This is an optimization exercise on Yosys and OpenROAD, whose aim is small area, not a production implementation.
RTL that was checked went through simulation tests only; none was proved equivalent to the original.
The RTL of runs 1 to 4 and 6 was laid out without a check of its function.
Power is estimated from default activity; no workload was simulated.

==> design/flow/design.v <==
module gtx_usrclk_monitor #(
  parameter int    CHNL_NUM = 8,
  parameter        BUFG_NUM = "multi",
  parameter int    WIN_CYC  = 16000,
  parameter int    CNT_W    = 16,
  parameter int    EXP_CNT  = 1250,
  parameter int    TOL      = 8,
  parameter int    LOCK_WIN = 4
) (
  input  logic                            clk,
  input  logic                            rst,
  input  logic [CHNL_NUM-1:0]             tx_clk_tog,
  input  logic [CHNL_NUM-1:0]             rx_clk_tog,
  input  logic                            clr_loss,
  input  logic [$clog2(2*CHNL_NUM)-1:0]   cnt_sel,
  output logic [CHNL_NUM-1:0]             tx_clk_ok,
  output logic [CHNL_NUM-1:0]             rx_clk_ok,
  output logic [CHNL_NUM-1:0]             tx_loss,
  output logic [CHNL_NUM-1:0]             rx_loss,
  output logic [CNT_W-1:0]                cnt_rd,
  output logic                            win_done
);
  localparam int NMON  = 2 * CHNL_NUM;
  localparam int WIN_W = $clog2(WIN_CYC);
  localparam int EW    = $clog2(WIN_CYC + 1);    
  localparam int LO    = EXP_CNT - TOL;
  localparam int RNG   = 2 * TOL;                
  localparam int RB    = $clog2(RNG + 1);        
  localparam logic [WIN_W-1:0] WIN_START = WIN_W'((1 << WIN_W) - WIN_CYC);
  localparam logic [EW-1:0]    CNT_START = EW'((1 << EW) - LO);
  localparam logic [EW-1:0]    LO_V      = EW'(LO);
  localparam int LST_W = $clog2(LOCK_WIN + 1);
  function automatic logic [WIN_W:0] inc_win(input logic [WIN_W-1:0] a, input logic ci);
    logic c;
    c = ci;
    for (int i = 0; i < WIN_W; i++) begin
      inc_win[i] = a[i] ^ c;
      c          = a[i] & c;
    end
    inc_win[WIN_W] = c;
  endfunction
  function automatic logic [EW-1:0] inc_cnt(input logic [EW-1:0] a, input logic ci);
    logic c;
    c = ci;
    for (int i = 0; i < EW; i++) begin
      inc_cnt[i] = a[i] ^ c;
      c          = a[i] & c;
    end
  endfunction
  function automatic logic [EW-1:0] add_lo(input logic [EW-1:0] a);
    logic c;
    c = 1'b0;
    for (int i = 0; i < EW; i++) begin
      add_lo[i] = a[i] ^ LO_V[i] ^ c;
      c         = LO_V[i] ? (a[i] | c) : (a[i] & c);
    end
  endfunction
  logic [WIN_W-1:0]    win_q;
  logic [WIN_W:0]      win_inc;
  logic                done_q;
  logic                win_end;
  logic                cnt_vld;
  logic                cnt_clr;
  logic [NMON-1:0]     tog;
  logic [EW-1:0]       cnt_arr [NMON];
  logic [NMON-1:0]     ok_vec;
  logic [NMON-1:0]     loss_vec;
  assign win_inc = inc_win(win_q, 1'b1);
  assign win_end = win_inc[WIN_W];
  assign cnt_clr = win_end | rst;
  assign tog     = {rx_clk_tog, tx_clk_tog};
  always_ff @(posedge clk or posedge rst) begin
    if (rst) begin
      win_q   <= WIN_START;
      done_q  <= 1'b0;
      cnt_vld <= 1'b0;
    end else begin
      win_q   <= win_inc[WIN_W-1:0] | (win_end ? WIN_START : '0);
      done_q  <= win_end;
      if (done_q) cnt_vld <= 1'b1;
    end
  end
  for (genvar m = 0; m < NMON; m++) begin : g_mon
    logic [2:0]       sync_q;
    logic [EW-1:0]    edge_q;
    logic [EW-1:0]    edge_d;
    logic [EW-1:0]    cnt_q;
    logic [LST_W-1:0] st_q;
    logic             up;
    logic             loss_q;
    logic             good;
    assign edge_d = inc_cnt(edge_q, sync_q[1] ^ sync_q[2]);
    assign good   = (edge_d[EW-1:RB] == '0) && (!edge_d[RB-1] || (edge_d[RB-2:0] == '0));
    assign up     = st_q[LST_W-1];             
    always_ff @(posedge clk or posedge rst) begin
      if (rst) begin
        sync_q <= '0;
        st_q   <= '0;
        loss_q <= 1'b0;
      end else begin
        sync_q <= {sync_q[1:0], tog[m]};
        loss_q <= (win_end && up && !good) | (loss_q & ~clr_loss);
        if (win_end) begin
          if (!good)   st_q <= '0;
          else if (!up) st_q <= st_q + 1'b1;
        end
      end
    end
    always_ff @(posedge clk) begin
      edge_q <= cnt_clr ? CNT_START : edge_d;
      if (win_end) cnt_q <= edge_d;
    end
    assign cnt_arr[m]  = cnt_q;
    assign ok_vec[m]   = up;
    assign loss_vec[m] = loss_q;
  end
  assign tx_clk_ok = ok_vec[CHNL_NUM-1:0];
  assign tx_loss   = loss_vec[CHNL_NUM-1:0];
  assign rx_clk_ok = ok_vec[NMON-1:CHNL_NUM];
  assign rx_loss   = loss_vec[NMON-1:CHNL_NUM];
  assign win_done  = done_q;
  logic [EW-1:0] rd_q;
  always_ff @(posedge clk) rd_q <= add_lo(cnt_arr[cnt_sel]);
  assign cnt_rd = cnt_vld ? CNT_W'(rd_q) : '0;
endmodule
module gtx_usrclk_monitor_top (
  input  logic        clk,
  input  logic        rst,
  input  logic [7:0]  tx_clk_tog,
  input  logic [7:0]  rx_clk_tog,
  input  logic        clr_loss,
  input  logic [3:0]  cnt_sel,
  output logic [7:0]  tx_clk_ok,
  output logic [7:0]  rx_clk_ok,
  output logic [7:0]  tx_loss,
  output logic [7:0]  rx_loss,
  output logic [15:0] cnt_rd,
  output logic        win_done
);
  gtx_usrclk_monitor #(
    .CHNL_NUM(8), .BUFG_NUM("multi"), .WIN_CYC(16000), .CNT_W(16),
    .EXP_CNT(1250), .TOL(8), .LOCK_WIN(4)
  ) u_mon (
    .clk(clk),
    .rst(rst),
    .tx_clk_tog(tx_clk_tog),
    .rx_clk_tog(rx_clk_tog),
    .clr_loss(clr_loss),
    .cnt_sel(cnt_sel),
    .tx_clk_ok(tx_clk_ok),
    .rx_clk_ok(rx_clk_ok),
    .tx_loss(tx_loss),
    .rx_loss(rx_loss),
    .cnt_rd(cnt_rd),
    .win_done(win_done)
  );
endmodule
==> design/flow/flow/run.sh <==
#!/bin/bash
# Layout flow: the standard ORFS flow (standard synthesis unchanged), with
# these changes to how the layout is built:
#  * clock tree synthesis without dummy loads (-dont_use_dummy_load) and with
#    the buffer and clustering options in flow/cts_args.txt,
#  * the port buffers that ORFS inserts on every input and output use the
#    smallest buffer, sky130_fd_sc_hd__buf_1,
#  * any further ORFS variables listed one per line in flow/make_args.txt.
# Each tool's output goes to a log file in the work folder.
set -euo pipefail
CTS="-sink_clustering_enable -repair_clock_nets -dont_use_dummy_load"
if [[ -f flow/cts_args.txt ]]; then CTS="$(cat flow/cts_args.txt)"; fi
EXTRA=()
if [[ -f flow/make_args.txt ]]; then mapfile -t EXTRA < flow/make_args.txt; fi
bash standard.sh "CTS_ARGS=$CTS" "BUFFER_PORTS_ARGS=-buffer_cell sky130_fd_sc_hd__buf_1" "${EXTRA[@]}" finish > standard_flow.log 2>&1
==> design/flow/flow/cts_args.txt <==
-sink_clustering_enable -repair_clock_nets -dont_use_dummy_load -buf_list sky130_fd_sc_hd__clkbuf_8 -sink_clustering_size 20 -sink_clustering_max_diameter 100
==> design/flow/standard.sh <==
#!/bin/bash
# synth_recipe.tcl (not shown) runs the flow's synth.tcl, then flattens the netlist and writes it again
# the make line also repeats each setting of config.mk as NAME=value (left out here)
make -C /OpenROAD-flow-scripts/flow DESIGN_CONFIG=/design/flow/config.mk WORK_HOME=/design/flow/orfs CLKGATE_MAP_FILE= SYNTH_SCRIPT=/design/flow/synth_recipe.tcl "${@:-finish}"
==> design/flow/config.mk <==
export PLATFORM = sky130hd
export DESIGN_NAME = gtx_usrclk_monitor_top
export DESIGN_NICKNAME = gtx_usrclk_monitor_top
export VERILOG_FILES = /design/flow/design.v
export SDC_FILE = /design/flow/constraint.sdc
export NUM_CORES = 4
export LEC_CHECK = 0
export CAP_MARGIN = 20
export CORE_MARGIN = 2
export CORE_UTILIZATION = 60
export PLACE_DENSITY = 0.75
export SLEW_MARGIN = 20
==> design/flow/constraint.sdc <==
create_clock -name core_clock -period 5.0 [get_ports {clk}]
set_input_delay 1.0000 -clock core_clock [delete_from_list [all_inputs] [get_ports {clk}]]
set_output_delay 1.0000 -clock core_clock [all_outputs]
set_load 0.01 [all_outputs]
==> flow_summary.json, run 1 <==
{
  "drt_wl_total_mm": 58.3,
  "r2r_setup_slack_ns": 0.29,
  "wl_per_cell_um": 25.1,
  "fin_tns_setup_ns": 0,
  "synth_area_um2": 23600,
  "via_per_inst": 6.07,
  "dp_cells": 2286,
  "core-area_um2": 38700,
  "num_io_pins": 72,
  "synth_area_per_cell_um2": 13.4,
  "worstMarginPinSlew_ns": 0.968,
  "p_clk_share_pct": 25.8,
  "placed_area_um2": 24400,
  "finalSetupViolations": 0,
  "power.internal_mw": 5.98,
  "initialDrtViolationCount": 1151,
  "hp-class": "reg2reg",
  "swShare_pct": 22.5,
  "drcViolationCount": 0,
  "antenna_found_initial": 3,
  "cts_setup_buffers": 0,
  "critPathMaxFanout": 4,
  "final.min_clock_period_ns": 4.71,
  "timing.final.ws_setup_ns": 0.288,
  "postCtsResizedCells": 0,
  "antenna_left": 0,
  "synth-simple-area-share_pct": 10.4,
  "htree_levels": 2,
  "path_class": "reg2reg",
  "ys_seq_area_share_pct": 62.2,
  "synth_fa_ha_area_share_pct": 13.1,
  "port_buffers": 69,
  "startpoint": "u_mon.g_mon[3].sync_q[1]",
  "grt_max_degree": 98,
  "num_antenna_cells": 0,
  "numClockSinks": 590,
  "peakVddDrop_v": 0.000229,
  "ys_warn_count": 2,
  "ys.flop_type": "dfxtp_1",
  "fp.dieW_um": 202,
  "area_delta_synth_final_pct": 5.47,
  "dp_hpwl_mm": 43.4,
  "finish.net_count": 2077,
  "startpoint_type": "register",
  "layout_common_cells": "247 x ha_1, 238 x dfxtp_1, 224 x edfxtp_1, 126 x dfrtp_1, 113 x and2_1",
  "synth_compound_area_share_pct": 6.91,
  "fin_cells": 2322,
  "hp-start": "u_mon.g_mon[15].sync_q[0]",
  "switching_power_mw": 1.73,
  "clockRootBuffer": "clkbuf_8",
  "totalPowerFinal_mw": 7.71,
  "hold_viol": 0,
  "max_freq_ghz": 0.212,
  "firstDrtPassIters": 7,
  "p_leak_nw": 9.95,
  "clock_skew_ns": 0.0503,
  "cts_tree": "done",
  "cap_violations": 0,
  "worst_ep_required_time_ns": 5.58,
  "post-route-period-util_pct": 94.2,
  "clk_pin_slew_ns": 0.11,
  "die_area_um2": 41000,
  "place_ws_ns": 0.261,
  "start_util_pct": 61.0,
  "vias": 14083,
  "place.gp.congestion": 0.968,
  "fin_util_pct": 64.3,
  "cp_data_arrival_time_ns": 5.29,
  "slew_viol_final": 0,
  "r2r-start": "u_mon.g_mon[3].sync_q[1]",
  "synth_xor_area_share_pct": 1.22,
  "powerDensity_nw_per_um2": 309,
  "ys_types": 61,
  "grt_overflow": 0,
  "rsz0062_at_grt": "false",
  "fp.dieH_um": 202,
  "grt_pass1_vias": 14054,
  "final_common_cell": "ha_1",
  "ys_async_sr_fraction_pct": 21.7,
  "clk_latency_ns": 0.63,
  "ys_ff_latch": 590,
  "status": "timing/DRC/antenna clean",
  "synth_top_family_by_area": "adder cells",
  "rows": 72,
  "maxSlewHeadroom_pct": 34.6,
  "grt_pass1_wl_mm": 87.9,
  "syn_inst": 1761,
  "ctsHoldBuffers": 0,
  "stdcell_area_um2": 24900,
  "cts-buffers-inserted": 35,
  "cts.path.max_buffers": 3,
  "synth-edff-count": 224,
  "finalHoldWorstSlack_ns": 0.358,
  "synthMuxAreaShare_pct": 2.45,
  "combPwrFrac_pct": 7.3,
  "critPathCaptureType": "register",
  "drive_gt1_share_pct": 7.37,
  "gr-usage-all-layers_pct": 29.2,
  "sequentialPowerShare_pct": 66.9
}
power by group through the flow:
stage	Combinational [mW]	Clock [mW]	Sequential, mW
finish	0.559	1.99	5.16
global route	0.617	2.20	5.17
CTS	0.559	2.04	5.16
detailed placement	0.554	0	5.27
global placement	0.547	0	5.26
floorplan	0.347	0	5.25
routing by layer:
metal / GRT usage, % / part of all wire, % / routed length (um)
met1: 41.5 / 45 / 26100
met2: 46.6 / 46 / 27000
met4: 10.2 / 3.6 / 2070
met3: 3.68 / 5.4 / 3150
met5: 0 / 0 / 0
registers in the layout, indices dropped and copies added (netlist names):
signal,flops
u_mon.done_q,1
u_mon.g_mon.edge_q,224
u_mon.win_q,14
u_mon.rd_q,14
u_mon.g_mon.sync_q,48
u_mon.g_mon.st_q,48
u_mon.g_mon.cnt_q,224
u_mon.g_mon.loss_q,16
u_mon.cnt_vld,1
cells by family (layout without fill, tap and decap cells):
logic type	Yosys count	after routing
AO/OA/AOI/OAI	234	234
other	1	2
buffers and inverters	184	226
multiplexers	52	52
AND/OR/NAND/NOR	419	419
XOR/XNOR	33	33
flip-flops	590	590
adder cells (fa/ha/maj)	248	248
final timing paths:
kind                                              to  cells after the start
max                           u_mon.g_mon[3].st_q[0]                     18
min                        u_mon.g_mon[15].sync_q[1]                      0
max reg2reg                   u_mon.g_mon[3].st_q[0]                     18
min reg2reg                u_mon.g_mon[15].sync_q[1]                      0
max in group asynchronous    u_mon.g_mon[10].st_q[1]                      3
min in group asynchronous     u_mon.g_mon[6].st_q[1]                      2
cell type report:
class	instances	area, um2
sequential	590	14700
fill	2961	13800
timing repair buffer	124	741
inverter	67	256
tap	518	648
multi-input combinational	988	8090
clock buffer	35	482
synthesized netlist by cell type (37+ instances only):
cell        n  area, um2
ha_1      248       3100
dfxtp_1   238       4760
edfxtp_1  224       6730
dfrtp_1   126       3150
and2_1    113        707
or3_1     112        701
inv_1      66        248
clkbuf_1   59        221
a21oi_1    49        245
o21ai_0    47        235
buf_4      37        278
nand2_1    37        139
critical path, stage by stage, from the launching register on:
cell     delay (ns)
dfrtp_1        0.41
xor2_1         0.15
ha_1           0.20
ha_1           0.19
ha_1           0.20
ha_1           0.20
ha_1           0.20
ha_1           0.20
ha_1           0.21
ha_1           0.21
ha_1           0.20
ha_1           0.20
ha_1           0.20
ha_1           0.21
ha_1           0.22
xnor2_1        0.30
nand4_1        0.52
nor3b_1        0.45
mux2_2         0.21
==> run 2, diff against run 1 <==
==> design/flow/flow/cts_args.txt (replaced) <==
-sink_clustering_enable -repair_clock_nets -dont_use_dummy_load -buf_list sky130_fd_sc_hd__clkbuf_8 -sink_clustering_size 16 -sink_clustering_max_diameter 100
==> flow_summary.json, run 2 <==
{
  "layout_common_cells": "247 x ha_1, 238 x dfxtp_1, 224 x edfxtp_1, 126 x dfrtp_1, 113 x and2_1",
  "place.gp.congestion": 0.968,
  "worstMarginPinSlew_ns": 1.01,
  "post-route-period-util_pct": 93.9,
  "maxSlewHeadroom_pct": 32.0,
  "synth_top_area_share_pct": 28.5,
  "hold_end": "u_mon.g_mon[14].sync_q[1]",
  "num_antenna_cells": 0,
  "grt_pass1_wl_mm": 88.3,
  "timing.rr.end": "u_mon.g_mon[3].st_q[0]",
  "drcViolationCount": 0,
  "worstRegToRegCells": 18,
  "grt_pass1_vias": 14178,
  "r2r_setup_slack_ns": 0.31,
  "synth-edff-count": 224,
  "synth_area_per_cell_um2": 13.4,
  "hp-start": "u_mon.g_mon[14].sync_q[0]",
  "fp.dieW_um": 202,
  "die_area_um2": 41000,
  "powerDensity_nw_per_um2": 314,
  "via_per_inst": 6.06,
  "fin_tns_setup_ns": 0,
  "startpoint": "u_mon.g_mon[3].sync_q[1]",
  "synth_common_cells": "248 x ha_1, 238 x dfxtp_1, 224 x edfxtp_1, 126 x dfrtp_1, 113 x and2_1",
  "gr-usage-all-layers_pct": 29.3,
  "path_class": "reg2reg",
  "cpPeakStageDelay_ns": 0.50,
  "finish.net_count": 2083,
  "reg.largest.list": "u_mon.g_mon.cnt_q: 224 flops, u_mon.g_mon.edge_q: 224 flops",
  "cts_setup_buffers": 0,
  "drt_wl_total_mm": 58.3,
  "grt_max_degree": 98,
  "startpoint_type": "register",
  "drive_gt1_share_pct": 7.68,
  "worst_ep_required_time_ns": 5.58,
  "finalSetupViolations": 0,
  "hp-class": "reg2reg",
  "ys_types": 61,
  "final.min_clock_period_ns": 4.69,
  "path_common_cell": "ha_1",
  "core-area_um2": 38700,
  "cts_tree": "done",
  "cap_violations": 0,
  "synth_area_um2": 23600,
  "cp_data_arrival_time_ns": 5.27,
  "r2r-start": "u_mon.g_mon[3].sync_q[1]",
  "clockRootBuffer": "clkbuf_8",
  "status": "timing/DRC/antenna clean",
  "htree_levels": 2,
  "postCtsResizedCells": 0,
  "crit_family": "adder cells",
  "ys_seq_area_share_pct": 62.2,
  "fp.dieH_um": 202,
  "yosysTopAreaCell": "edfxtp_1",
  "hold_viol": 0,
  "num_io_pins": 72,
  "syn_inst": 1761,
  "final_common_cell": "ha_1",
  "clk_pin_slew_ns": 0.09,
  "antenna_found_initial": 2,
  "numClockSinks": 590,
  "initialDrtViolationCount": 1174,
  "ys_top_cells_by_area": "edfxtp_1 28%, dfxtp_1 20%, dfrtp_1 13%, ha_1 13%, and2_1 3.0%",
  "area_delta_synth_final_pct": 5.84,
  "ys.flop_type": "dfxtp_1",
  "cp_slowest_cell": "nand4_1",
  "wl_per_cell_um": 25.1,
  "p_leak_nw": 10.0,
  "critPathMaxFanout": 4,
  "rows": 72,
  "critPathCaptureType": "register",
  "ys_async_sr_fraction_pct": 21.7,
  "hold_path_depth": 0,
  "port_buffers": 69,
  "ys_warn_count": 2,
  "finalHoldWorstSlack_ns": 0.355,
  "clock_skew_ns": 0.0556,
  "max_freq_ghz": 0.213,
  "cts.path.max_buffers": 3,
  "peakVddDrop_v": 0.000210,
  "clk_latency_ns": 0.64,
  "antenna_left": 0,
  "dp_hpwl_mm": 43.4,
  "fin_util_pct": 64.5,
  "ys_ff_latch": 590,
  "worstPathCellList": "xor2_1 > ha_1 > ha_1 > ha_1 > ha_1 > ha_1 > ha_1 > ha_1 > ha_1 > ha_1 > ha_1 > ha_1 > ha_1 > ha_1 > nor4_1 > nand4_1 > nor3b_1 > mux2_2",
  "vias": 14102,
  "ctsHoldBuffers": 0,
  "grt_overflow": 0,
  "critPathBufInv": 0,
  "rsz0062_at_grt": "false",
  "start_util_pct": 61.0,
  "firstDrtPassIters": 5,
  "slew_viol_final": 0,
  "yosysMostFrequentCell": "ha_1",
  "cts-buffers-inserted": 42
}
==> run 2: cell counts after synthesis <==
Identical to the previous run, type by type.
==> run 2: cells by family after synthesis <==
family / after synthesis / share of synthesized area (%)
AOI/OAI and AO/OA: 234 / 6.91
xor gates and xnor gates: 33 / 1.22
adders and majority gates: 248 / 13.1
muxes: 52 / 2.45
and+or+nand+nor: 419 / 10.4
buffers and inverters: 184 / 3.64
DFF: 590 / 62.2
other: 1 / 0.0159
==> run 2: worst max path at each step <==
stage                                         end  slack (ns)  depth (start not counted)
final                      u_mon.g_mon[3].st_q[0]        0.31                         18
after global routing       u_mon.g_mon[3].st_q[0]        0.07                         18
after CTS                 u_mon.g_mon[11].st_q[0]        0.33                         18
after detailed placement           u_mon.rd_q[13]        0.26                         24
after global placement             u_mon.rd_q[13]        0.35                         24
after floorplan            u_mon.g_mon[0].st_q[2]        0.26                         17
==> run 2: worst reg2reg max path, stage by stage (launching register included) <==
cell and delay [ns]:
dfrtp_1 0.40, xor2_1 0.15, ha_1 0.20, ha_1 0.19, ha_1 0.20, ha_1 0.20, ha_1 0.21, ha_1 0.20
ha_1 0.21, ha_1 0.21, ha_1 0.20, ha_1 0.20, ha_1 0.20, ha_1 0.20, ha_1 0.32, nor4_1 0.22
nand4_1 0.50, nor3b_1 0.47, mux2_2 0.21
==> run 2: through the flow <==
stage                     setup WS (ns)  std cells  cell area (um2)  power, mW
final                             0.306       2328            25000       7.86
after global routing             0.0657       2328            25000       8.15
after CTS                         0.326       2328            25000       7.93
after detailed placement          0.261       2286            24400       5.82
after global placement            0.351       2286            24400       5.81
after floorplan                   0.262       1762            23600       5.60
==> run 2: area by class of cell <==
type,count,area (um2)
Clock buffer,42,578
Timing Repair Buffer,123,733
Multi-Input combinational cell,988,8090
Fill cell,2960,13700
Sequential cell,590,14700
Tap cell,518,648
Inverter,67,256
==> run 2: power by group <==
part / switching (mW) / internal, mW / leakage (nW)
Combinational: 0.345 / 0.215 / 4.06
Sequential: 0.0356 / 5.12 / 5.63
Clock: 1.39 / 0.758 / 0.302
==> run 2: routing by layer <==
layer / vias up / global-route usage [%] / wire (um)
li1: 6512 / - / -
met1: 7107 / 41.7 / 26000
met2: 397 / 46.8 / 27300
met3: 86 / 3.50 / 3090
met4: 0 / 10.3 / 1930
met5: - / 0 / 0
==> run 3, diff against run 2 <==
--- a/design/flow/config.mk
+++ b/design/flow/config.mk
@@ -5,8 +5,8 @@
 export SDC_FILE = /design/flow/constraint.sdc
 export NUM_CORES = 4
 export LEC_CHECK = 0
-export CAP_MARGIN = 20
+export CAP_MARGIN = 0
 export CORE_MARGIN = 2
 export CORE_UTILIZATION = 60
 export PLACE_DENSITY = 0.75
-export SLEW_MARGIN = 20
+export SLEW_MARGIN = 0
==> flow_summary.json, run 3 <==
{
  "status": "timing/DRC/antenna clean",
  "dp_hpwl_mm": 43.4,
  "path_class": "reg2reg",
  "cp_data_arrival_time_ns": 5.27,
  "fp.dieH_um": 202,
  "rsz0062_at_grt": "false",
  "num_antenna_cells": 0,
  "synth_area_um2": 23600,
  "numClockSinks": 590,
  "cts-buffers-inserted": 42,
  "critPathMaxFanout": 4,
  "slew_viol_final": 0,
  "switching_power_mw": 1.77,
  "drcViolationCount": 0,
  "fin_tns_setup_ns": 0,
  "synth_area_per_cell_um2": 13.4,
  "gr-usage-all-layers_pct": 29.3,
  "area_delta_synth_final_pct": 5.84,
  "max_freq_ghz": 0.213,
  "cts_setup_buffers": 0,
  "rows": 72,
  "ys_top_cells_by_area": "edfxtp_1 28%, dfxtp_1 20%, dfrtp_1 13%, ha_1 13%, and2_1 3.0%",
  "combPwrFrac_pct": 7.1,
  "wl_per_cell_um": 25.1,
  "synth-edff-count": 224,
  "fp.dieW_um": 202,
  "ys.flop_type": "dfxtp_1",
  "critPathCaptureType": "register",
  "powerDensity_nw_per_um2": 314,
  "worst_ep_required_time_ns": 5.58,
  "peakVddDrop_v": 0.000210,
  "yosysTopAreaCell": "edfxtp_1",
  "drt_wl_total_mm": 58.3,
  "finish.net_count": 2083,
  "post-route-period-util_pct": 93.9,
  "core-area_um2": 38700,
  "synth_top_area_share_pct": 28.5,
  "hp-class": "reg2reg",
  "grt_max_degree": 98,
  "final.min_clock_period_ns": 4.69,
  "vias": 14102,
  "final_common_cell": "ha_1",
  "ys_ff_latch": 590,
  "antenna_found_initial": 2,
  "stdcell_area_um2": 25000,
  "initialDrtViolationCount": 1174,
  "ys_async_sr_fraction_pct": 21.7,
  "yosysMostFrequentCell": "ha_1",
  "clk_latency_ns": 0.64,
  "startpoint_type": "register",
  "p_leak_nw": 10.0,
  "p_clk_share_pct": 27.3,
  "drive_gt1_share_pct": 7.68,
  "via_per_inst": 6.06,
  "finalSetupViolations": 0,
  "ctsHoldBuffers": 0,
  "synth_common_cells": "248 x ha_1, 238 x dfxtp_1, 224 x edfxtp_1, 126 x dfrtp_1, 113 x and2_1",
  "port_buffers": 69,
  "cap_violations": 0,
  "worstRegToRegCells": 18,
  "grt_overflow": 0,
  "ys_types": 61,
  "sequentialPowerShare_pct": 65.6,
  "reg.largest.list": "u_mon.g_mon.cnt_q: 224 flops, u_mon.g_mon.edge_q: 224 flops",
  "power.internal_mw": 6.09,
  "grt_pass1_vias": 14178,
  "clockRootBuffer": "clkbuf_8",
  "hold_viol": 0,
  "num_io_pins": 72,
  "clock_skew_ns": 0.0556,
  "firstDrtPassIters": 5,
  "htree_levels": 2,
  "ys_seq_area_share_pct": 62.2,
  "maxSlewHeadroom_pct": 32.0,
  "cts_tree": "done",
  "place.gp.congestion": 0.968,
  "ys_warn_count": 2,
  "clk_pin_slew_ns": 0.09,
  "worstMarginPinSlew_ns": 1.01,
  "placed_area_um2": 24400,
  "syn_inst": 1761,
  "postCtsResizedCells": 0,
  "die_area_um2": 41000,
  "grt_pass1_wl_mm": 88.3,
  "swShare_pct": 22.5,
  "start_util_pct": 61.0,
  "antenna_left": 0,
  "hold_path_depth": 0,
  "layout_common_cells": "247 x ha_1, 238 x dfxtp_1, 224 x edfxtp_1, 126 x dfrtp_1, 113 x and2_1",
  "fin_util_pct": 64.5,
  "cts.path.max_buffers": 3
}
-- run 3: path summary, 6_finish.rpt --
check / startpoint / endpoint / slack, ns
worst min-delay path: u_mon.g_mon[14].sync_q[0] / u_mon.g_mon[14].sync_q[1] / 0.36
max in group asynchronous: rst / u_mon.g_mon[10].st_q[1] / 3.38
min in group asynchronous: rst / u_mon.g_mon[6].st_q[1] / 0.74
worst max register to register: u_mon.g_mon[3].sync_q[1] / u_mon.g_mon[3].st_q[0] / 0.31
worst min register to register: u_mon.g_mon[14].sync_q[0] / u_mon.g_mon[14].sync_q[1] / 0.36
worst max-delay path: u_mon.g_mon[3].sync_q[1] / u_mon.g_mon[3].st_q[0] / 0.31
-- run 3: kinds of logic after synthesis --
| kind of cell | count (synthesis) | share of synthesized area (%) |
|---|---|---|
| adder cells (fa/ha/maj) | 248 | 13.1 |
| multiplexers | 52 | 2.45 |
| buffers and inverters | 184 | 3.64 |
| other | 1 | 0.0159 |
| AND/OR/NAND/NOR | 419 | 10.4 |
| XOR/XNOR | 33 | 1.22 |
| AO/OA/AOI/OAI | 234 | 6.91 |
| flip-flops | 590 | 62.2 |
-- run 3: worst max-delay path, cell delays in order, from the launching register on --
cell     delay, ns
dfrtp_1       0.40
xor2_1        0.15
ha_1          0.20
ha_1          0.19
ha_1          0.20
ha_1          0.20
ha_1          0.20
ha_1          0.20
ha_1          0.21
ha_1          0.21
ha_1          0.20
ha_1          0.20
ha_1          0.20
ha_1          0.20
ha_1          0.32
nor4_1        0.22
nand4_1       0.50
nor3b_1       0.46
mux2_2        0.21
-- run 3: cell type report --
type	instances	area, um2
multi-input cells	988	8090
clock buffers	42	578
fillers	2960	13700
repair buffers	123	733
inverters	67	256
well taps	518	648
flip-flops and latches	590	14700
-- run 3: stage by stage --
| stage | power [mW] | worst slack, ns | cells | hold slack [ns] |
|---|---|---|---|---|
| after CTS | 7.93 | 0.326 | 2328 | 0.357 |
| after detailed placement | 5.82 | 0.261 | 2286 | 0.335 |
| after global placement | 5.81 | 0.351 | 2286 | 0.333 |
| after global routing | 8.15 | 0.0657 | 2328 | 0.360 |
| after floorplan | 5.60 | 0.262 | 1762 | 0.331 |
| final | 7.86 | 0.306 | 2328 | 0.355 |
-- run 3: power groups by stage --
stage / Clock, mW / Sequential, mW / Combinational, mW
global route: 2.37 / 5.17 / 0.617
finish: 2.15 / 5.16 / 0.560
global placement: 0 / 5.26 / 0.547
floorplan: 0 / 5.25 / 0.347
detailed placement: 0 / 5.27 / 0.554
CTS: 2.21 / 5.16 / 0.559
-- run 3: layer usage --
metal | vias up | wire length [um] | GRT usage (%)
met5 | - | 0 | 0
met4 | 0 | 1930 | 10.3
met3 | 86 | 3090 | 3.50
met2 | 397 | 27300 | 46.8
met1 | 7107 | 26000 | 41.7
li1 | 6512 | - | -
==> run 4, diff against run 3 <==
--- a/design/flow/config.mk
+++ b/design/flow/config.mk
@@ -7,6 +7,7 @@
 export LEC_CHECK = 0
 export CAP_MARGIN = 0
 export CORE_MARGIN = 2
-export CORE_UTILIZATION = 60
-export PLACE_DENSITY = 0.75
+export CORE_UTILIZATION = 75
+export GPL_TIMING_DRIVEN = 0
+export PLACE_DENSITY = 0.85
 export SLEW_MARGIN = 0
==> flow_summary.json, run 4 <==
{
  "synth-edff-count": 224,
  "final.min_clock_period_ns": 4.89,
  "rows": 64,
  "ys_top_cells_by_area": "edfxtp_1 28%, dfxtp_1 20%, dfrtp_1 13%, ha_1 13%, and2_1 3.0%",
  "fin_cells": 2277,
  "ys_ff_latch": 590,
  "syn_inst": 1761,
  "p_leak_nw": 10.1,
  "fp.dieH_um": 181,
  "start_util_pct": 76.6,
  "antenna_found_initial": 1,
  "port_buffers": 69,
  "finish.net_count": 2154,
  "slew_viol_final": 0,
  "maxSlewHeadroom_pct": 33.1,
  "cts-buffers-inserted": 42,
  "hp-class": "reg2reg",
  "path_class": "reg2reg",
  "synth_area_per_cell_um2": 13.4,
  "htree_levels": 2,
  "firstDrtPassIters": 5,
  "synth-simple-area-share_pct": 10.4,
  "hold_viol": 0,
  "yosysMostFrequentCell": "ha_1",
  "place_ws_ns": -0.843,
  "cp_data_arrival_time_ns": 5.37,
  "ys_types": 61,
  "cts_tree": "done",
  "dp_hpwl_mm": 49.8,
  "finalHoldWorstSlack_ns": 0.359,
  "drive_gt1_share_pct": 8.51,
  "ys.flop_type": "dfxtp_1",
  "gr-usage-all-layers_pct": 42.4,
  "finalSetupViolations": 0,
  "worstRegToRegCells": 18,
  "synthMuxAreaShare_pct": 2.45,
  "timing.rr.end": "u_mon.g_mon[0].edge_q[10]",
  "num_antenna_cells": 0,
  "clk_pin_slew_ns": 0.10,
  "synth_xor_area_share_pct": 1.22,
  "die_area_um2": 32900,
  "initialDrtViolationCount": 2169,
  "powerDensity_nw_per_um2": 315,
  "setup.worst_path.end": "u_mon.g_mon[0].edge_q[10]",
  "clockRootBuffer": "clkbuf_8",
  "startpoint": "u_mon.win_q[0]",
  "numClockSinks": 590,
  "fin_tns_setup_ns": 0,
  "peakVddDrop_v": 0.000268,
  "synth_top_family_by_area": "adder cells",
  "synth_compound_area_share_pct": 6.91,
  "timing.final.ws_setup_ns": 0.113,
  "ys_async_sr_fraction_pct": 21.7,
  "r2r-start": "u_mon.win_q[0]",
  "synth_fa_ha_area_share_pct": 13.1,
  "post-route-period-util_pct": 97.7,
  "area_delta_synth_final_pct": 6.59,
  "critPathMaxFanout": 74,
  "ctsHoldBuffers": 0,
  "core-area_um2": 30800,
  "cap_violations": 0,
  "drcViolationCount": 0,
  "cts.path.max_buffers": 3,
  "synth_top_area_share_pct": 28.5,
  "status": "timing/DRC/antenna clean",
  "grt_pass1_vias": 16125,
  "placed_area_um2": 24500,
  "fin_util_pct": 81.7,
  "worst_ep_required_time_ns": 5.49,
  "drt_wl_total_mm": 68.6,
  "worstMarginPinSlew_ns": 1.00,
  "r2r_setup_slack_ns": 0.11,
  "max_freq_ghz": 0.205,
  "ys_warn_count": 2,
  "clock_skew_ns": 0.0690,
  "grt_overflow": 0,
  "vias": 15725,
  "clk_latency_ns": 0.61,
  "num_io_pins": 72,
  "critPathCaptureType": "register",
  "synth_common_cells": "248 x ha_1, 238 x dfxtp_1, 224 x edfxtp_1, 126 x dfrtp_1, 113 x and2_1",
  "dp_cells": 2231,
  "grt_max_degree": 75,
  "via_per_inst": 6.91,
  "place.gp.congestion": 1.05,
  "yosysTopAreaCell": "edfxtp_1",
  "layout_common_cells": "247 x ha_1, 238 x dfxtp_1, 224 x edfxtp_1, 126 x dfrtp_1, 113 x and2_1",
  "antenna_left": 0,
  "ys_seq_area_share_pct": 62.2,
  "final_common_cell": "ha_1",
  "startpoint_type": "register",
  "stdcell_area_um2": 25200,
  "wl_per_cell_um": 30.1,
  "grt_pass1_wl_mm": 102,
  "totalPowerFinal_mw": 7.93,
  "fp.dieW_um": 181,
  "reg.largest.list": "u_mon.g_mon.cnt_q: 224 flops, u_mon.g_mon.edge_q: 224 flops",
  "synth_area_um2": 23600
}
## run 4: worst min-delay path by stage
stage	from	endpoint	slack [ns]	cells past startpoint
finish	u_mon.g_mon[9].sync_q[0]	u_mon.g_mon[9].sync_q[1]	0.36	0
global route	u_mon.g_mon[9].sync_q[0]	u_mon.g_mon[9].sync_q[1]	0.37	0
CTS	u_mon.g_mon[9].sync_q[0]	u_mon.g_mon[9].sync_q[1]	0.36	0
detailed placement	u_mon.g_mon[9].sync_q[0]	u_mon.g_mon[9].sync_q[1]	0.34	0
global placement	u_mon.g_mon[0].sync_q[0]	u_mon.g_mon[0].sync_q[1]	0.33	0
floorplan	u_mon.g_mon[0].sync_q[0]	u_mon.g_mon[0].sync_q[1]	0.33	0
## run 4: cell families after synthesis
| family | after synthesis |
|---|---|
| XOR/XNOR | 33 |
| flip-flops | 590 |
| other | 1 |
| AO/OA/AOI/OAI | 234 |
| AND/OR/NAND/NOR | 419 |
| adder cells (fa/ha/maj) | 248 |
| multiplexers | 52 |
| buffers and inverters | 184 |
## run 4: area by class of cell
cell class,instances,area (um2)
fill,1473,5650
sequential,590,14700
clock buffer,42,578
timing repair buffer,78,408
multi-input combinational,988,8100
tap,396,495
inverter,67,256
buffer,116,639
## run 4: report_power, final
group	internal, mW	switching, mW	total [mW]	leakage, nW
clock	0.758	1.41	2.17	0.302
combinational	0.213	0.388	0.601	4.21
sequential	5.12	0.0435	5.16	5.63
total	6.09	1.84	7.93	10.1
## run 4: worst max-delay path, cell delays in order, from the launching register on
cell and delay, ns:
dfrtp_1 0.41, ha_1 0.22, ha_1 0.20, ha_1 0.19
ha_1 0.20, ha_1 0.19, ha_1 0.20, ha_1 0.21
ha_1 0.21, ha_1 0.21, ha_1 0.21, ha_1 0.20
ha_1 0.23, ha_4 0.26, buf_16 0.27, buf_16 0.28
nor2_2 0.25, clkbuf_1 0.48, and2_1 0.22
## run 4: per-layer routing
| layer | global-route usage (%) | vias up | part of all wire [%] |
|---|---|---|---|
| met5 | 0 | - | 0.022 |
| met4 | 23.9 | 2 | 6.7 |
| met3 | 9.09 | 266 | 9.7 |
| met2 | 69.0 | 1053 | 47 |
| met1 | 53.3 | 7764 | 37 |
| li1 | - | 6640 | - |
## run 4: repair_timing
item                                    CTS  global route
endpoints found under the hold margin     0             0
buffers inserted                          0             5
gates resized for setup                  12            16
pin swaps                                 0             3
endpoints found under the setup margin   82           101
==> run 5, diff against run 4 <==
--- a/design/flow/design.v
+++ b/design/flow/design.v
@@ -61,22 +61,25 @@
   logic                win_end;
   logic                cnt_vld;
   logic                cnt_clr;
+  logic                rst_seen;
   logic [NMON-1:0]     tog;
   logic [EW-1:0]       cnt_arr [NMON];
   logic [NMON-1:0]     ok_vec;
   logic [NMON-1:0]     loss_vec;
   assign win_inc = inc_win(win_q, 1'b1);
   assign win_end = win_inc[WIN_W];
-  assign cnt_clr = win_end | rst;
+  assign cnt_clr = win_end | rst_seen;
   assign tog     = {rx_clk_tog, tx_clk_tog};
   always_ff @(posedge clk or posedge rst) begin
     if (rst) begin
       win_q   <= WIN_START;
       done_q  <= 1'b0;
+      rst_seen <= 1'b1;
       cnt_vld <= 1'b0;
     end else begin
       win_q   <= win_inc[WIN_W-1:0] | (win_end ? WIN_START : '0);
       done_q  <= win_end;
+      rst_seen <= 1'b0;
       if (done_q) cnt_vld <= 1'b1;
     end
   end
==> design/flow/config.mk (replaced) <==
export PLATFORM = sky130hd
export DESIGN_NAME = gtx_usrclk_monitor_top
export DESIGN_NICKNAME = gtx_usrclk_monitor_top
export VERILOG_FILES = /design/flow/design.v
export SDC_FILE = /design/flow/constraint.sdc
export NUM_CORES = 4
export LEC_CHECK = 0
export CAP_MARGIN = 20
export CORE_MARGIN = 2
export CORE_UTILIZATION = 60
export PLACE_DENSITY = 0.75
export SLEW_MARGIN = 20
==> flow_summary.json, run 5 <==
{
  "status": "timing/DRC/antenna clean",
  "r2r-start": "u_mon.g_mon[8].sync_q[1]",
  "drt_wl_total_mm": 56.5,
  "reg.largest.list": "u_mon.g_mon.cnt_q: 224 flops, u_mon.g_mon.edge_q: 224 flops",
  "rows": 72,
  "firstDrtPassIters": 5,
  "cp_data_arrival_time_ns": 5.28,
  "synth_area_um2": 23700,
  "layout_common_cells": "247 x ha_1, 238 x dfxtp_1, 224 x edfxtp_1, 126 x dfrtp_1, 113 x and2_1",
  "grt_pass1_wl_mm": 85.7,
  "wl_per_cell_um": 24.3,
  "cap_violations": 0,
  "critPathMaxFanout": 4,
  "yosysTopAreaCell": "edfxtp_1",
  "clk_latency_ns": 0.66,
  "ys_async_sr_fraction_pct": 21.8,
  "hold_viol": 0,
  "timing.rr.end": "u_mon.g_mon[8].st_q[0]",
  "ys_seq_area_share_pct": 62.2,
  "peakVddDrop_v": 0.000233,
  "fp.dieH_um": 203,
  "antenna_left": 0,
  "slew_viol_final": 0,
  "hp-class": "reg2reg",
  "worstMarginPinSlew_ns": 0.831,
  "multi_input_area_um2": 8110,
  "htree_levels": 2,
  "num_antenna_cells": 0,
  "drcViolationCount": 0,
  "placed_area_um2": 24400,
  "n_fill_cell": 3012,
  "num_io_pins": 72,
  "clockRootBuffer": "clkbuf_8",
  "synth_area_per_cell_um2": 13.4,
  "grt_pass1_vias": 13733,
  "regArea_um2": 14700,
  "p_leak_nw": 10.0,
  "setup.worst_path.end": "u_mon.g_mon[8].st_q[0]",
  "startpoint_type": "register",
  "syn_inst": 1765,
  "final_common_cell": "ha_1",
  "synth-edff-count": 224,
  "place.gp.congestion": 0.963,
  "max_freq_ghz": 0.213,
  "ctsHoldBuffers": 0,
  "worst_ep_required_time_ns": 5.57,
  "numClockSinks": 591,
  "clock_skew_ns": 0.0585,
  "fin_tns_setup_ns": 0,
  "finish.net_count": 2081,
  "dp_hpwl_mm": 41.3,
  "postCtsResizedCells": 0,
  "maxSlewHeadroom_pct": 44.5,
  "clk_pin_slew_ns": 0.09,
  "drive_gt1_share_pct": 7.58,
  "start_util_pct": 61.0,
  "initialDrtViolationCount": 1245,
  "post-route-period-util_pct": 94.1,
  "ys_types": 66,
  "synth_common_cells": "248 x ha_1, 238 x dfxtp_1, 224 x edfxtp_1, 126 x dfrtp_1, 113 x and2_1",
  "ys.flop_type": "dfxtp_1",
  "die_area_um2": 41100,
  "grt_overflow": 0,
  "final.min_clock_period_ns": 4.71,
  "finalSetupViolations": 0,
  "port_buffers": 69,
  "ys_top_cells_by_area": "edfxtp_1 28%, dfxtp_1 20%, dfrtp_1 13%, ha_1 13%, and2_1 3.0%",
  "vias": 13965,
  "worstRegToRegCells": 18,
  "cts_tree": "done",
  "core-area_um2": 38800,
  "synth_top_area_share_pct": 28.4,
  "cts.path.max_buffers": 3,
  "antenna_found_initial": 2,
  "path_class": "reg2reg",
  "powerDensity_nw_per_um2": 316,
  "fp.dieW_um": 203,
  "via_per_inst": 6.00,
  "gr-usage-all-layers_pct": 28.2,
  "ys_warn_count": 2,
  "r2r_setup_slack_ns": 0.29,
  "ys_ff_latch": 591,
  "cts_setup_buffers": 0,
  "yosysMostFrequentCell": "ha_1",
  "area_delta_synth_final_pct": 5.45,
  "grt_max_degree": 161,
  "cts-buffers-inserted": 42,
  "startpoint": "u_mon.g_mon[8].sync_q[1]",
  "critPathCaptureType": "register",
  "rsz0062_at_grt": "false",
  "stdcell_area_um2": 25000
}
run 5: cell types whose count changed in the layout (fill, tap and decap cells not counted), moves of 5 or more:
cell      before  now
nor2_1        23   18
nand3_1       29   37
buf_2         16    0
o22ai_1       11    6
a221oi_1      11    5
clkbuf_1      48    0
buf_1         70   65
nand2_1       37   49
a32oi_1       14    6
run 5: kinds of logic (layout without fill, tap and decap cells):
group	Yosys count	in the layout	synth area share [%]
fa+ha+maj	248	248	13.1
mux	58	58	2.73
buf+inv	182	223	3.69
xor+xnor	33	33	1.22
flops	591	591	62.2
simple gates	427	427	10.4
compound gates	225	225	6.62
other cells	1	3	0.0158
run 5: cell type report:
class / count / area share (%)
repair buffers: 115 / 2.64
clock buffers: 42 / 2.32
inverters: 66 / 1.01
multi-input cells: 994 / 32.5
well taps: 518 / 2.60
flip-flops and latches: 591 / 59.0
run 5: power by group:
group          switching, mW  total (mW)  internal (mW)
sequential            0.0367        5.16           5.13
clock                   1.41        2.17          0.757
combinational          0.339       0.552          0.213
run 5: metal layers:
| layer | vias up | wire (um) | share of wire (%) | global-route usage, % |
|---|---|---|---|---|
| li1 | 6494 | - | - | - |
| met1 | 6983 | 25700 | 46 | 40.6 |
| met2 | 385 | 25800 | 46 | 44.2 |
| met3 | 99 | 3090 | 5.5 | 4.06 |
| met4 | 4 | 1830 | 3.2 | 9.54 |
| met5 | - | 23 | 0.041 | 0 |
run 5: worst min-delay path by stage:
stage                                    from                        end  slack (ns)  cells after the start
floorplan            u_mon.g_mon[0].sync_q[0]   u_mon.g_mon[0].sync_q[1]        0.33                      0
global placement     u_mon.g_mon[9].sync_q[0]   u_mon.g_mon[9].sync_q[1]        0.33                      0
detailed placement   u_mon.g_mon[0].sync_q[0]   u_mon.g_mon[0].sync_q[1]        0.33                      0
CTS                  u_mon.g_mon[0].sync_q[0]   u_mon.g_mon[0].sync_q[1]        0.36                      0
global route         u_mon.g_mon[6].sync_q[0]   u_mon.g_mon[6].sync_q[1]        0.36                      0
finish              u_mon.g_mon[14].sync_q[0]  u_mon.g_mon[14].sync_q[1]        0.35                      0
run 5: through the flow:
step	power, mW	worst slack, ns	utilization (%)	std cells	hold WS [ns]
finish	7.88	0.295	64.3	2326	0.355
global route	8.18	0.0811	64.3	2326	0.360
CTS	7.94	0.321	64.3	2326	0.356
detailed placement	5.82	0.178	62.8	2284	0.335
global placement	5.80	0.260	62.8	2284	0.333
floorplan	5.61	0.262	-	1767	0.331
run 5: worst max-delay path, cell delays in order (launching register included):
cell	delay, ns
dfrtp_1	0.40
xor2_1	0.15
ha_1	0.21
ha_1	0.20
ha_1	0.21
ha_1	0.20
ha_1	0.20
ha_1	0.21
ha_1	0.23
ha_1	0.21
ha_1	0.20
ha_1	0.20
ha_1	0.20
ha_1	0.20
ha_1	0.32
nor4_1	0.25
nand4_1	0.45
nor3b_1	0.42
mux2_2	0.21
==> run 6, diff against run 5 <==
--- a/design/flow/design.v
+++ b/design/flow/design.v
@@ -61,25 +61,23 @@
   logic                win_end;
   logic                cnt_vld;
   logic                cnt_clr;
-  logic                rst_seen;
   logic [NMON-1:0]     tog;
   logic [EW-1:0]       cnt_arr [NMON];
   logic [NMON-1:0]     ok_vec;
   logic [NMON-1:0]     loss_vec;
   assign win_inc = inc_win(win_q, 1'b1);
   assign win_end = win_inc[WIN_W];
-  assign cnt_clr = win_end | rst_seen;
   assign tog     = {rx_clk_tog, tx_clk_tog};
   always_ff @(posedge clk or posedge rst) begin
     if (rst) begin
       win_q   <= WIN_START;
       done_q  <= 1'b0;
-      rst_seen <= 1'b1;
+      cnt_clr <= 1'b1;
       cnt_vld <= 1'b0;
     end else begin
       win_q   <= win_inc[WIN_W-1:0] | (win_end ? WIN_START : '0);
       done_q  <= win_end;
-      rst_seen <= 1'b0;
+      cnt_clr <= win_end;
       if (done_q) cnt_vld <= 1'b1;
     end
   end
@@ -92,7 +90,7 @@
     logic             up;
     logic             loss_q;
     logic             good;
-    assign edge_d = inc_cnt(edge_q, sync_q[1] ^ sync_q[2]);
+    assign edge_d = inc_cnt(cnt_clr ? CNT_START : edge_q, sync_q[1] ^ sync_q[2]);
     assign good   = (edge_d[EW-1:RB] == '0) && (!edge_d[RB-1] || (edge_d[RB-2:0] == '0));
     assign up     = st_q[LST_W-1];             
     always_ff @(posedge clk or posedge rst) begin
@@ -110,7 +108,7 @@
       end
     end
     always_ff @(posedge clk) begin
-      edge_q <= cnt_clr ? CNT_START : edge_d;
+      edge_q <= edge_d;
       if (win_end) cnt_q <= edge_d;
     end
     assign cnt_arr[m]  = cnt_q;
==> flow_summary.json, run 6 <==
{
  "area_delta_synth_final_pct": 6.75,
  "combPwrFrac_pct": 21.4,
  "num_antenna_cells": 0,
  "layout_common_cells": "247 x ha_1, 238 x dfxtp_1, 224 x edfxtp_1, 126 x dfrtp_1, 108 x or2_2",
  "fp.dieW_um": 204,
  "core-area_um2": 39500,
  "final.min_clock_period_ns": 4.81,
  "critPathMaxFanout": 13,
  "synth_top_area_share_pct": 28.2,
  "maxSlewHeadroom_pct": 28.5,
  "sequentialPowerShare_pct": 57.1,
  "cts.path.max_buffers": 3,
  "synth_common_cells": "248 x ha_1, 238 x dfxtp_1, 224 x edfxtp_1, 126 x dfrtp_1, 108 x or2_2",
  "syn_inst": 1731,
  "max_freq_ghz": 0.208,
  "initialDrtViolationCount": 1166,
  "power.internal_mw": 7.30,
  "vias": 13777,
  "grt_pass1_wl_mm": 83.3,
  "clk_pin_slew_ns": 0.09,
  "drt_wl_total_mm": 56.1,
  "synth_area_per_cell_um2": 13.8,
  "num_io_pins": 72,
  "totalPowerFinal_mw": 10.0,
  "htree_levels": 2,
  "post-route-period-util_pct": 96.3,
  "synth_area_um2": 23900,
  "ys_types": 65,
  "worstPathCellList": "buf_12 > buf_4 > or2_2 > ha_1 > ha_1 > ha_1 > ha_1 > ha_1 > ha_1 > ha_1 > ha_1 > ha_1 > ha_1 > ha_1 > ha_1 > nor4_1 > nand4b_1 > nor3b_1 > mux2_2",
  "cp_data_arrival_time_ns": 5.40,
  "ys_seq_area_share_pct": 61.6,
  "via_per_inst": 5.89,
  "start_util_pct": 60.4,
  "fin_tns_setup_ns": 0,
  "grt_overflow": 0,
  "finalSetupViolations": 0,
  "worstRegToRegCells": 19,
  "r2r-start": "u_mon.cnt_clr",
  "slew_viol_final": 0,
  "setup.worst_path.end": "u_mon.g_mon[9].st_q[0]",
  "critPathCaptureType": "register",
  "ys.flop_type": "dfxtp_1",
  "clock_skew_ns": 0.0538,
  "status": "timing/DRC/antenna clean",
  "yosysMostFrequentCell": "ha_1",
  "antenna_left": 0,
  "p_clk_share_pct": 21.5,
  "clockRootBuffer": "clkbuf_8",
  "cpPeakStageDelay_ns": 0.57,
  "finish.net_count": 2086,
  "reg.largest.list": "u_mon.g_mon.cnt_q: 224 flops, u_mon.g_mon.edge_q: 224 flops",
  "numClockSinks": 591,
  "drcViolationCount": 0,
  "wl_per_cell_um": 24.0,
  "startpoint_type": "register",
  "cts-buffers-inserted": 42,
  "regArea_um2": 14700,
  "place.gp.congestion": 1.01,
  "ys_ff_latch": 591,
  "port_buffers": 69,
  "cap_violations": 0,
  "antenna_found_initial": 0,
  "powerDensity_nw_per_um2": 394,
  "dp_hpwl_mm": 41.6,
  "p_leak_nw": 11.2,
  "gr-usage-all-layers_pct": 27.3,
  "hold_viol": 0,
  "grt_pass1_vias": 13854,
  "drive_gt1_share_pct": 16.8,
  "synth-edff-count": 224,
  "ys_async_sr_fraction_pct": 21.8,
  "r2r_setup_slack_ns": 0.19,
  "clk_latency_ns": 0.65,
  "cts_tree": "done",
  "switching_power_mw": 2.74,
  "dp_cells": 2293,
  "fp.dieH_um": 204,
  "n_fill_cell": 2910,
  "ys_top_cells_by_area": "edfxtp_1 28%, dfxtp_1 20%, dfrtp_1 13%, ha_1 13%, or2_2 2.8%",
  "cp_slowest_cell": "dfstp_4",
  "path_class": "reg2reg",
  "die_area_um2": 41400,
  "ys_warn_count": 2,
  "yosysTopAreaCell": "edfxtp_1",
  "rows": 73,
  "worst_ep_required_time_ns": 5.59,
  "peakVddDrop_v": 0.000270,
  "grt_max_degree": 96,
  "startpoint": "u_mon.cnt_clr",
  "final_common_cell": "ha_1",
  "multi_input_area_um2": 8410,
  "fin_cells": 2338,
  "timing.rr.end": "u_mon.g_mon[9].st_q[0]",
  "worstMarginPinSlew_ns": 1.07,
  "stdcell_area_um2": 25500,
  "hp-class": "reg2reg",
  "firstDrtPassIters": 5,
  "ctsHoldBuffers": 0,
  "swShare_pct": 27.3,
  "path_common_cell": "ha_1",
  "placed_area_um2": 24800
}
[run 6: cell count changes after synthesis, sizes merged, moves of 21 or more]
cell,before,now
and2,114,21
nand2,49,28
or3,112,0
nor2,20,41
nor2b,12,108
or2,3,115
[run 6: routing by layer]
metal	routed length, um	global-route usage [%]	vias up	part of all wire, %
met5	0	0	-	0
met3	3500	4.39	93	6.2
met1	24500	37.8	6867	44
li1	-	-	6379	-
met2	26300	44.3	438	47
met4	1710	8.89	0	3.0
[run 6: kinds of logic (layout without fill, tap and decap cells)]
kind of cell / count (synthesis) / count (layout) / share of synthesized area (%)
compound gates: 248 / 248 / 7.10
xor+xnor: 33 / 33 / 1.46
fa+ha+maj: 248 / 248 / 13.0
buf+inv: 153 / 234 / 3.32
flops: 591 / 591 / 61.6
mux: 43 / 43 / 2.09
other cells: 1 / 2 / 0.0157
simple gates: 414 / 414 / 11.4
[run 6: through the flow]
step	hold slack [ns]	util, %	worst slack (ns)
2_1_floorplan	0.331	-	0.205
6_report	0.354	64.5	0.187
3_3_place_gp	0.331	62.8	0.156
4_1_cts	0.357	64.2	0.0200
3_5_place_dp	0.335	62.8	0.0587
5_1_grt	0.361	64.5	-0.00240
[run 6: worst max-delay path, delay by kind of cell (launching register included)]
kind,cells,cell delay [ns]
DFF,1,0.57
buffers and inverters,2,0.39
muxes,1,0.20
and+or+nand+nor,4,1.21
adders and majority gates,12,2.38
[run 6: worst min-delay path by stage]
stage                         startpoint                   endpoint  slack [ns]  cells after the start
2_1_floorplan   u_mon.g_mon[0].sync_q[0]   u_mon.g_mon[0].sync_q[1]        0.33                      0
3_3_place_gp    u_mon.g_mon[8].sync_q[0]   u_mon.g_mon[8].sync_q[1]        0.33                      0
3_5_place_dp   u_mon.g_mon[12].sync_q[0]  u_mon.g_mon[12].sync_q[1]        0.33                      0
4_1_cts         u_mon.g_mon[8].sync_q[0]   u_mon.g_mon[8].sync_q[1]        0.36                      0
5_1_grt         u_mon.g_mon[9].sync_q[0]   u_mon.g_mon[9].sync_q[1]        0.36                      0
6_report        u_mon.g_mon[9].sync_q[0]   u_mon.g_mon[9].sync_q[1]        0.35                      0
[run 6: cell type report]
cell class | instances | area share (%)
inverters | 50 | 0.756
repair buffers | 142 | 3.63
clock buffers | 42 | 2.27
flip-flops and latches | 591 | 57.8
well taps | 525 | 2.58
multi-input cells | 988 | 33.0
[run 6: timing repair]
item	in CTS	in global routing
setup buffers	0	3
endpoints found under the setup margin	0	41
resized for setup	0	7
[run 6: power groups by stage]
| stage | Sequential (mW) | Combinational, mW | Clock (mW) |
|---|---|---|---|
| final | 5.73 | 2.15 | 2.16 |
| after CTS | 5.73 | 2.13 | 2.23 |
| after detailed placement | 5.84 | 2.11 | 0 |
| after floorplan | 5.80 | 1.41 | 0 |
| after global placement | 5.82 | 2.03 | 0 |
| after global routing | 5.78 | 2.36 | 2.39 |
==> run 7, diff against run 6 <==
--- a/design/flow/design.v
+++ b/design/flow/design.v
@@ -29,7 +29,10 @@
   localparam logic [WIN_W-1:0] WIN_START = WIN_W'((1 << WIN_W) - WIN_CYC);
   localparam logic [EW-1:0]    CNT_START = EW'((1 << EW) - LO);
   localparam logic [EW-1:0]    LO_V      = EW'(LO);
-  localparam int LST_W = $clog2(LOCK_WIN + 1);
+  localparam bit USE_LFSR = (WIN_CYC == 16000) && (WIN_W == 14);
+  localparam logic [13:0] LF_SEED = 14'd293;
+  localparam logic [13:0] LF_END  = 14'd12434;
+  localparam logic [13:0] LF_FIX  = 14'h2000;    
   function automatic logic [WIN_W:0] inc_win(input logic [WIN_W-1:0] a, input logic ci);
     logic c;
     c = ci;
@@ -61,23 +64,37 @@
   logic                win_end;
   logic                cnt_vld;
   logic                cnt_clr;
+  logic                rst_seen;
   logic [NMON-1:0]     tog;
   logic [EW-1:0]       cnt_arr [NMON];
   logic [NMON-1:0]     ok_vec;
   logic [NMON-1:0]     loss_vec;
-  assign win_inc = inc_win(win_q, 1'b1);
-  assign win_end = win_inc[WIN_W];
+  logic [WIN_W-1:0]    win_nxt;
+  logic [WIN_W-1:0]    win_rst;
+  if (USE_LFSR) begin : g_lfsr
+    assign win_inc = '0;
+    assign win_end = (win_q == LF_END);
+    assign win_rst = LF_SEED;
+    assign win_nxt = {win_q[12:0], win_q[13] ^ win_q[9] ^ win_q[2] ^ win_q[0]}
+                     ^ (win_end ? LF_FIX : 14'd0);
+  end else begin : g_bin
+    assign win_inc = inc_win(win_q, 1'b1);
+    assign win_end = win_inc[WIN_W];
+    assign win_rst = WIN_START;
+    assign win_nxt = win_inc[WIN_W-1:0] | (win_end ? WIN_START : '0);
+  end
+  assign cnt_clr = win_end | rst_seen;
   assign tog     = {rx_clk_tog, tx_clk_tog};
   always_ff @(posedge clk or posedge rst) begin
     if (rst) begin
-      win_q   <= WIN_START;
+      win_q   <= win_rst;
       done_q  <= 1'b0;
-      cnt_clr <= 1'b1;
+      rst_seen <= 1'b1;
       cnt_vld <= 1'b0;
     end else begin
-      win_q   <= win_inc[WIN_W-1:0] | (win_end ? WIN_START : '0);
+      win_q   <= win_nxt;
       done_q  <= win_end;
-      cnt_clr <= win_end;
+      rst_seen <= 1'b0;
       if (done_q) cnt_vld <= 1'b1;
     end
   end
@@ -86,13 +103,13 @@
     logic [EW-1:0]    edge_q;
     logic [EW-1:0]    edge_d;
     logic [EW-1:0]    cnt_q;
-    logic [LST_W-1:0] st_q;
+    logic [2:0]       st_q;
     logic             up;
     logic             loss_q;
     logic             good;
-    assign edge_d = inc_cnt(cnt_clr ? CNT_START : edge_q, sync_q[1] ^ sync_q[2]);
+    assign edge_d = inc_cnt(edge_q, sync_q[1] ^ sync_q[2]);
     assign good   = (edge_d[EW-1:RB] == '0) && (!edge_d[RB-1] || (edge_d[RB-2:0] == '0));
-    assign up     = st_q[LST_W-1];             
+    assign up     = st_q[2];
     always_ff @(posedge clk or posedge rst) begin
       if (rst) begin
         sync_q <= '0;
@@ -102,13 +119,14 @@
         sync_q <= {sync_q[1:0], tog[m]};
         loss_q <= (win_end && up && !good) | (loss_q & ~clr_loss);
         if (win_end) begin
-          if (!good)   st_q <= '0;
-          else if (!up) st_q <= st_q + 1'b1;
+          st_q[0] <= good & ~st_q[1];
+          st_q[1] <= good & (st_q[1] | st_q[0]);
+          st_q[2] <= good & st_q[1] & ~st_q[0];
         end
       end
     end
     always_ff @(posedge clk) begin
-      edge_q <= edge_d;
+      edge_q <= cnt_clr ? CNT_START : edge_d;
       if (win_end) cnt_q <= edge_d;
     end
     assign cnt_arr[m]  = cnt_q;
==> flow_summary.json, run 7 <==
{
  "status": "timing/DRC/antenna clean",
  "firstDrtPassIters": 5,
  "critPathMaxFanout": 3,
  "port_buffers": 69,
  "gr-usage-all-layers_pct": 28.4,
  "start_util_pct": 60.5,
  "synth-edff-count": 224,
  "synth_compound_area_share_pct": 6.64,
  "critPathCaptureType": "register",
  "synth-simple-area-share_pct": 11.4,
  "worstRegToRegCells": 18,
  "powerDensity_nw_per_um2": 320,
  "r2r_setup_slack_ns": 0.36,
  "max_freq_ghz": 0.216,
  "core-area_um2": 38400,
  "ys_types": 64,
  "synth_area_um2": 23200,
  "grt_max_degree": 197,
  "rows": 72,
  "grt_pass1_wl_mm": 84.4,
  "clk_pin_slew_ns": 0.09,
  "hp-class": "reg2reg",
  "yosysMostFrequentCell": "dfxtp_1",
  "finish.net_count": 2002,
  "grt_overflow": 0,
  "place.gp.congestion": 0.964,
  "yosysTopAreaCell": "edfxtp_1",
  "path_class": "reg2reg",
  "worstMarginPinSlew_ns": 1.02,
  "synthMuxAreaShare_pct": 1.95,
  "num_antenna_cells": 0,
  "peakVddDrop_v": 0.000233,
  "synth_xor_area_share_pct": 1.36,
  "rsz0062_at_grt": "false",
  "finalSetupViolations": 0,
  "antenna_left": 0,
  "worst_ep_required_time_ns": 5.53,
  "maxSlewHeadroom_pct": 31.7,
  "hold_end": "u_mon.g_mon[3].sync_q[1]",
  "drt_wl_total_mm": 55.9,
  "fp.dieH_um": 201,
  "layout_common_cells": "238 x dfxtp_1, 224 x edfxtp_1, 219 x ha_1, 131 x and2_1, 124 x dfrtp_1",
  "cts_setup_buffers": 0,
  "initialDrtViolationCount": 965,
  "drive_gt1_share_pct": 7.57,
  "timing.rr.end": "u_mon.g_mon[15].loss_q",
  "drcViolationCount": 0,
  "dp_cells": 2233,
  "hold_path_depth": 0,
  "fin_cells": 2276,
  "clock_skew_ns": 0.0318,
  "final_common_cell": "dfxtp_1",
  "synth_top_family_by_area": "adder cells",
  "reg.largest.list": "u_mon.g_mon.cnt_q: 224 flops, u_mon.g_mon.edge_q: 224 flops",
  "syn_inst": 1716,
  "synth_area_per_cell_um2": 13.5,
  "cap_violations": 0,
  "cts-buffers-inserted": 42,
  "slew_viol_final": 0,
  "r2r-start": "u_mon.g_mon[15].sync_q[2]",
  "area_delta_synth_final_pct": 5.57,
  "num_io_pins": 72,
  "ctsHoldBuffers": 0,
  "fin_tns_setup_ns": 0,
  "clockRootBuffer": "clkbuf_8",
  "ys.flop_type": "dfxtp_1",
  "vias": 13592,
  "via_per_inst": 5.97,
  "ys_async_sr_fraction_pct": 21.8,
  "dp_hpwl_mm": 40.9,
  "numClockSinks": 591,
  "die_area_um2": 40300,
  "wl_per_cell_um": 24.6,
  "fp.dieW_um": 201,
  "ys_top_cells_by_area": "edfxtp_1 29%, dfxtp_1 21%, dfrtp_1 13%, ha_1 12%, and2_1 3.5%",
  "synth_common_cells": "238 x dfxtp_1, 224 x edfxtp_1, 219 x ha_1, 131 x and2_1, 124 x dfrtp_1",
  "ys_ff_latch": 591,
  "ys_seq_area_share_pct": 63.5,
  "hold_viol": 0,
  "hp-start": "u_mon.g_mon[3].sync_q[0]",
  "cts_tree": "done",
  "post-route-period-util_pct": 92.7,
  "ys_warn_count": 2,
  "grt_pass1_vias": 13568,
  "antenna_found_initial": 1,
  "postCtsResizedCells": 0,
  "n_fill_cell": 2974,
  "htree_levels": 2,
  "startpoint_type": "register",
  "synth_fa_ha_area_share_pct": 11.8,
  "p_leak_nw": 9.70,
  "synth_top_area_share_pct": 29.0,
  "final.min_clock_period_ns": 4.64,
  "clk_latency_ns": 0.63,
  "cts.path.max_buffers": 3,
  "cp_data_arrival_time_ns": 5.16
}
-- run 7: cell count changes after synthesis, moves of 13 or more --
cell | before | now
or3_1 | 0 | 112
and2_1 | 21 | 131
or2_2 | 108 | 3
nor2b_1 | 107 | 10
nand2_1 | 28 | 65
ha_1 | 248 | 219
a21oi_1 | 48 | 31
nand4_1 | 0 | 17
nand3b_1 | 0 | 16
o31ai_1 | 0 | 16
inv_1 | 50 | 35
clkbuf_1 | 38 | 51
o21ai_0 | 42 | 29
-- run 7: logic make-up (layout without fill, tap and decap cells) --
kind of cell               Yosys count  in the layout
muxes                               38             38
other                                1              3
DFF                                591            591
buffers and inverters              155            195
xor gates and xnor gates            36             36
AOI/OAI and AO/OA                  210            210
adders and majority gates          219            219
and+or+nand+nor                    466            466
-- run 7: cell type report --
type	instances	area, um2	area share, %
timing repair buffer	115	659	2.69
inverter	38	155	0.633
multi-input combinational	972	7730	31.5
tap	518	648	2.65
sequential	591	14700	60.1
clock buffer	42	578	2.36
-- run 7: worst max path at each step --
stage | start | end | slack (ns) | cells after the start
floorplan | rst | u_mon.cnt_vld | 0.57 | 1
global placement | cnt_sel[3] | u_mon.rd_q[13] | 0.32 | 24
detailed placement | cnt_sel[3] | u_mon.rd_q[13] | 0.27 | 24
CTS | u_mon.g_mon[15].sync_q[2] | u_mon.g_mon[15].loss_q | 0.43 | 18
global route | u_mon.g_mon[15].sync_q[1] | u_mon.g_mon[15].loss_q | 0.20 | 18
finish | u_mon.g_mon[15].sync_q[2] | u_mon.g_mon[15].loss_q | 0.36 | 18
-- run 7: report_power, final --
group          switching, mW  internal, mW  leakage [nW]
combinational          0.330         0.213          3.72
clock                   1.37         0.757         0.302
sequential            0.0363          5.13          5.68
total                   1.74          6.10          9.70
-- run 7: per-layer routing --
layer	vias to the layer above	part of all wire, %	track usage, %
li1	6325	-	-
met5	-	0	0
met2	404	46	44.1
met3	109	5.8	5.44
met4	0	4.3	11.8
met1	6754	44	39.5
-- run 7: worst max-delay path, cell delays in order (launching register included) --
cell	delay, ns
dfrtp_1	0.39
xor2_1	0.16
ha_1	0.20
ha_1	0.19
ha_1	0.20
ha_1	0.20
ha_1	0.20
ha_1	0.20
ha_1	0.19
ha_1	0.20
ha_1	0.21
ha_1	0.20
ha_1	0.20
ha_1	0.20
ha_1	0.32
nor4_1	0.25
nand4_1	0.49
and2_1	0.38
a22o_1	0.18
-- run 7: metrics by stage --
stage	setup WS, ns	hold WS (ns)	power (mW)	instance area [um2]	utilization [%]
6_report	0.363	0.354	7.84	24500	63.8
5_1_grt	0.197	0.361	8.17	24500	63.8
4_1_cts	0.426	0.336	7.92	24500	63.8
3_5_place_dp	0.270	0.336	5.81	23900	62.3
3_3_place_gp	0.324	0.332	5.80	23900	62.3
2_1_floorplan	0.567	0.331	5.61	23200	-

==> afterwards: timing with drivers on the ports <==
How much do the figures lean on ideal ports? The routed layouts below were timed once more, with nothing changed but the port constraints.
Step 1 assumes that a clkbuf_16 drives the clock port and a buf_2 every other input.
Step 2 also shifts input and output timing later by t, the mid clock arrival at the registers, as if the neighbouring blocks saw the same clock.
Slacks: no drivers / after step 1 / after step 2; pairs: no drivers / after step 1.
| run | t, ns | setup WS [ns] | cell pins on the clock port's net |
|---|---|---|---|
| run 1 | 0.657 | 0.288 / 0.288 / 0.213 | 1 |
| run 2 | 0.663 | 0.306 / 0.306 / 0.227 | 1 |
| run 3 | 0.663 | 0.306 / 0.306 / 0.227 | 1 |
| run 4 | 0.628 | 0.113 / 0.103 / -0.525 | 1 |
| run 5 | 0.684 | 0.295 / 0.295 / 0.118 | 1 |
| run 6 | 0.679 | 0.187 / 0.187 / 0.109 | 1 |
| run 7 | 0.667 | 0.363 / 0.363 / 0.264 | 1 |
With both steps, setup timing fails in run 4, where it was met with ideal ports. For run 4, which loses most, drivers alone change the setup slack by -0.010 ns; drivers and shift together by -0.638 ns.
